From an optimization exercise on the open Yosys and OpenROAD flow, aimed at small area, a short achievable clock period and few clock cycles; shortcuts taken in it are not production practice.
Only simulation tests tie the RTL to the original design; equivalence was not proved.
Power and IR drop assume default switching activity.

==> module mem_ctrl_param, before the edit <==
module mem_ctrl_param #(
  parameter int DATA_W = 8,
  parameter int ADDR_W = 8,
  parameter int DEPTH  = 256,
  parameter int RD_LAT = 1
) (
  input  logic                clk,
  input  logic                rst,
  input  logic                req_valid,
  output logic                req_ready,
  input  logic                req_we,
  input  logic [ADDR_W-1:0]   req_addr,
  input  logic [DATA_W-1:0]   req_wdata,
  input  logic [DATA_W/8-1:0] req_be,
  output logic                rsp_valid,
  input  logic                rsp_ready,
  output logic [DATA_W-1:0]   rsp_rdata,
  output logic                rsp_err,
  output logic                busy
);
  localparam int NB = DATA_W / 8;
  localparam int PB = 0;
  localparam int SW = DATA_W + PB;      
  localparam logic [ADDR_W:0] DEPTH_L = (ADDR_W+1)'(DEPTH);
  localparam int NG = 8;                            
  localparam int GS = (DEPTH + NG - 1) / NG;        
  localparam int QD = 4;
  localparam int OW = $clog2(QD + 1);
  logic              accept, take;
  logic              full_q, busy_q;    
  logic              ready_q;           
  logic [OW-1:0]     outs_q, outs_d;
  logic              a_valid;           
  logic              a_wr;              
  logic              a_we, a_oor;
  logic [DEPTH-1:0]  a_sel;             
  logic [DATA_W-1:0] a_wdata;
  logic [NB-1:0]     a_be;
  logic              b_valid;
  logic              b_we, b_oor;
  logic [SW-1:0]     b_grp [NG];
  logic [DEPTH*SW-1:0] mem_flat;
  logic [SW-1:0]     grp_d [NG];
  logic [SW-1:0]     rd_word;
  logic [DATA_W-1:0] res_data;
  logic              res_err, rd_perr;
  logic [DATA_W-1:0] q_d [QD];
  logic              q_e [QD];
  logic              out_valid, out_err;
  logic [DATA_W-1:0] out_data;
  assign req_ready = !full_q;
  assign busy      = busy_q;
  assign rsp_valid = out_valid;
  assign rsp_rdata = out_data;
  assign rsp_err   = out_err;
  assign accept = req_valid && ready_q;
  assign take   = (q_n != '0) && rsp_ready;    
  always_ff @(posedge clk) begin
    a_wr    <= accept && req_we && ({1'b0, req_addr} < DEPTH_L);
    a_we    <= req_we;
    a_oor   <= ({1'b0, req_addr} >= DEPTH_L);
    a_wdata <= req_wdata;
    a_be    <= req_be;
    for (int w = 0; w < DEPTH; w++) a_sel[w] <= (req_addr == ADDR_W'(w));
  end
  for (genvar w = 0; w < DEPTH; w++) begin : g_word
    logic [SW-1:0] word_q;
    always_ff @(posedge clk) begin
      for (int b = 0; b < NB; b++) begin
        if (a_wr && a_sel[w] && a_be[b]) begin
          word_q[8*b +: 8] <= a_wdata[8*b +: 8];
          if (PB != 0) word_q[DATA_W + (b % (PB + 1))] <= ^a_wdata[8*b +: 8];
        end
      end
    end
    assign mem_flat[w*SW +: SW] = word_q;
  end
  always_comb begin
    for (int g = 0; g < NG; g++) begin
      grp_d[g] = '0;
      for (int w = g * GS; w < (g + 1) * GS && w < DEPTH; w++)
        grp_d[g] = grp_d[g] | ({SW{a_sel[w]}} & mem_flat[w*SW +: SW]);
    end
  end
  always_ff @(posedge clk) begin
    b_we  <= a_we;
    b_oor <= a_oor;
    for (int g = 0; g < NG; g++) b_grp[g] <= grp_d[g];
  end
  always_comb begin
    rd_word = '0;
    for (int g = 0; g < NG; g++) rd_word = rd_word | b_grp[g];
    rd_perr = 1'b0;
    for (int b = 0; b < PB; b++)
      rd_perr = rd_perr | (^{rd_word[8*b +: 8], rd_word[DATA_W + b]});
  end
  assign res_data = b_we ? '0 : rd_word[DATA_W-1:0];
  assign res_err  = b_oor || (!b_we && rd_perr);
  always_comb begin
    outs_d = outs_q + OW'(accept) - OW'(take);
  end
  always_ff @(posedge clk or posedge rst) begin
    if (rst) begin
      a_valid <= 1'b0;
      b_valid <= 1'b0;
      ready_q <= 1'b1;
      full_q  <= 1'b0;
      busy_q  <= 1'b0;
      outs_q  <= '0;
    end else begin
      a_valid <= accept;
      b_valid <= a_valid;
      ready_q <= (outs_d < OW'(QD));
      full_q  <= (outs_d >= OW'(QD));
      busy_q  <= (outs_d != '0);
      outs_q  <= outs_d;
    end
  end
  localparam int PW = $clog2(QD);
  logic [PW-1:0] wr_ptr, rd_ptr, rd_ptr_d;
  logic [OW-1:0] q_n, q_left;
  assign rd_ptr_d = rd_ptr + PW'(take);
  assign q_left   = q_n - OW'(take);
  always_ff @(posedge clk or posedge rst) begin
    if (rst) begin
      wr_ptr    <= '0;
      rd_ptr    <= '0;
      q_n       <= '0;
      out_valid <= 1'b0;
    end else begin
      wr_ptr    <= wr_ptr + PW'(b_valid);
      rd_ptr    <= rd_ptr_d;
      q_n       <= q_left + OW'(b_valid);
      out_valid <= (q_left != '0) || b_valid;
    end
  end
  always_ff @(posedge clk) begin
    if (b_valid) begin
      q_d[wr_ptr] <= res_data;
      q_e[wr_ptr] <= res_err;
    end
    if (q_left == '0) begin
      out_data <= res_data;
      out_err  <= res_err;
    end else begin
      out_data <= q_d[rd_ptr_d];
      out_err  <= q_e[rd_ptr_d];
    end
  end
endmodule
==> flow/config.mk <==
export PLATFORM = sky130hd
export DESIGN_NAME = mem_ctrl_top
export DESIGN_NICKNAME = mem_ctrl_top
export VERILOG_FILES = /design/flow/design.v
export SDC_FILE = /design/flow/constraint.sdc
export NUM_CORES = 4
export LEC_CHECK = 0
export CAP_MARGIN = 30
export CORE_MARGIN = 2
export CORE_UTILIZATION = 45
export CTS_BUF_LIST = sky130_fd_sc_hd__clkbuf_8 sky130_fd_sc_hd__clkbuf_16
export CTS_CLUSTER_DIAMETER = 100
export CTS_CLUSTER_SIZE = 30
export SETUP_SLACK_MARGIN = 3.3
export SLEW_MARGIN = 40
export SYNTH_MEMORY_MAX_BITS = 8192
==> flow/constraint.sdc <==
create_clock -name core_clock -period 6.0 [get_ports {clk}]
set_input_delay 1.2000 -clock core_clock [delete_from_list [all_inputs] [get_ports {clk}]]
set_output_delay 1.2000 -clock core_clock [all_outputs]
set_load 0.01 [all_outputs]
standard.sh (not shown) runs the stock make flow with config.mk's settings and CLKGATE_MAP_FILE= SYNTH_SCRIPT=/design/flow/synth_recipe.tcl, a recipe that flattens the netlist after the stock synthesis.
==> flow/flow/run.sh <==
#!/bin/bash
# Standard layout, except that after placement the registers that drive output ports are
# moved next to their output buffers (flow/move_out.tcl). Each tool's output goes to a log here.
set -euo pipefail
bash standard.sh place > log_place.txt 2>&1
res=orfs/results/${FLOW_PLATFORM}/mem_ctrl_top/base
PLACE_ODB=$res/3_place.odb openroad -no_init -exit flow/move_out.tcl > log_move_out.txt 2>&1
bash standard.sh finish > log_finish.txt 2>&1
==> flow/flow/move_out.tcl <==
# Move each register that drives an output port's buffer next to that buffer, so that the
# register-to-output path does not cross the die; then legalize the placement.
read_db $::env(PLACE_ODB)
set block [ord::get_db_block]
set moved 0
foreach bt [$block getBTerms] {
  if {[$bt getIoType] ne "OUTPUT"} continue
  set net [$bt getNet]
  if {$net eq "NULL"} continue
  set buf ""
  foreach it [$net getITerms] { if {[$it isOutputSignal]} { set buf [$it getInst] } }
  if {$buf eq ""} continue
  set in ""
  foreach it [$buf getITerms] { if {[$it isInputSignal]} { set in $it } }
  if {$in eq "" || [$in getNet] eq "NULL"} continue
  # walk back from the buffer through single-load inverters and buffers to a register
  set chain {}
  set ff ""
  while {1} {
    set inet [$in getNet]
    set drv ""
    set nload 0
    foreach it [$inet getITerms] {
      if {[$it isOutputSignal]} { set drv [$it getInst] } elseif {[$it isInputSignal]} { incr nload }
    }
    if {$drv eq "" || $nload != 1 || [llength [$inet getBTerms]] != 0} break
    set m [[$drv getMaster] getName]
    if {[string match "*__df*" $m]} { set ff $drv; break }
    if {![string match "*__inv_*" $m] && ![string match "*__buf_*" $m]} break
    lappend chain $drv
    set in ""
    foreach it [$drv getITerms] { if {[$it isInputSignal]} { set in $it } }
    if {$in eq "" || [$in getNet] eq "NULL"} break
  }
  if {$ff eq ""} continue
  set loc [$buf getLocation]
  $ff setLocation [lindex $loc 0] [lindex $loc 1]
  $ff setPlacementStatus PLACED
  foreach c $chain { $c setLocation [lindex $loc 0] [lindex $loc 1]; $c setPlacementStatus PLACED }
  incr moved
  puts "moved [$ff getName] to $loc for [$bt getName]"
}
puts "moved $moved registers"
detailed_placement
check_placement -verbose
write_db $::env(PLACE_ODB)
Testbench counts at the start, summed over its fixed seeds: cycles 4,824.
Change:
--- a/flow/design.v
+++ b/flow/design.v
@@ -22,7 +22,7 @@
   localparam int PB = 0;
   localparam int SW = DATA_W + PB;      
   localparam logic [ADDR_W:0] DEPTH_L = (ADDR_W+1)'(DEPTH);
-  localparam int NG = 8;                            
+  localparam int NG = 4;                            
   localparam int GS = (DEPTH + NG - 1) / NG;        
   localparam int QD = 4;
   localparam int OW = $clog2(QD + 1);
Effect: Power is about the same; clock-buffer cell count falls by 5; global-route usage grows by 1.5 points; flip-flop and latch count goes down by 128; cell count shrinks by 1.7%; setup slack improved by 0.045 ns; core utilization came out lower by 0.25 points; synthesized cell count drops by 2.6%; via count rose by 1.8%; design area fell by 0.58%; critical path depth rose by 3; wire length rose by 6.2%; area after synthesis barely changes; first-iteration DRC count rises by 5.1%.
Testbench counts after the change, summed over its fixed seeds: cycles 4,824.

-- separate check: timing with driven ports --
The results above use ideal ports. As a check the final layouts listed here were re-extracted and re-timed, cells and wires unchanged.
Step 1 sets driving cells, clkbuf_16 on the clock port and buf_2 on the other inputs (assumed; they add their load-dependent delay and slew).
Step 2 times the ports against the registers' clock, not the clock port: input delays grow and output delays shrink by t, the midpoint of the rising clock arrivals with the driver on.
Slacks: ideal / step 1 / step 2; pairs: ideal / step 1.
| run | shift t [ns] | slack for setup (ns) | hold WS [ns] | worst register clock-pin slew, ns |
|---|---|---|---|---|
| the first run | 1.132 | 3.179 / 3.062 / 2.305 | 0.349 / 0.349 / 0.349 | 0.12 / 0.12 |
| the second run | 1.123 | 3.224 / 3.115 / 2.453 | 0.346 / 0.346 / 0.346 | 0.12 / 0.12 |
After both steps setup and hold are still met in every run listed. For the first run, which loses most, drivers alone change the setup slack by -0.117 ns; drivers and shift together by -0.874 ns.
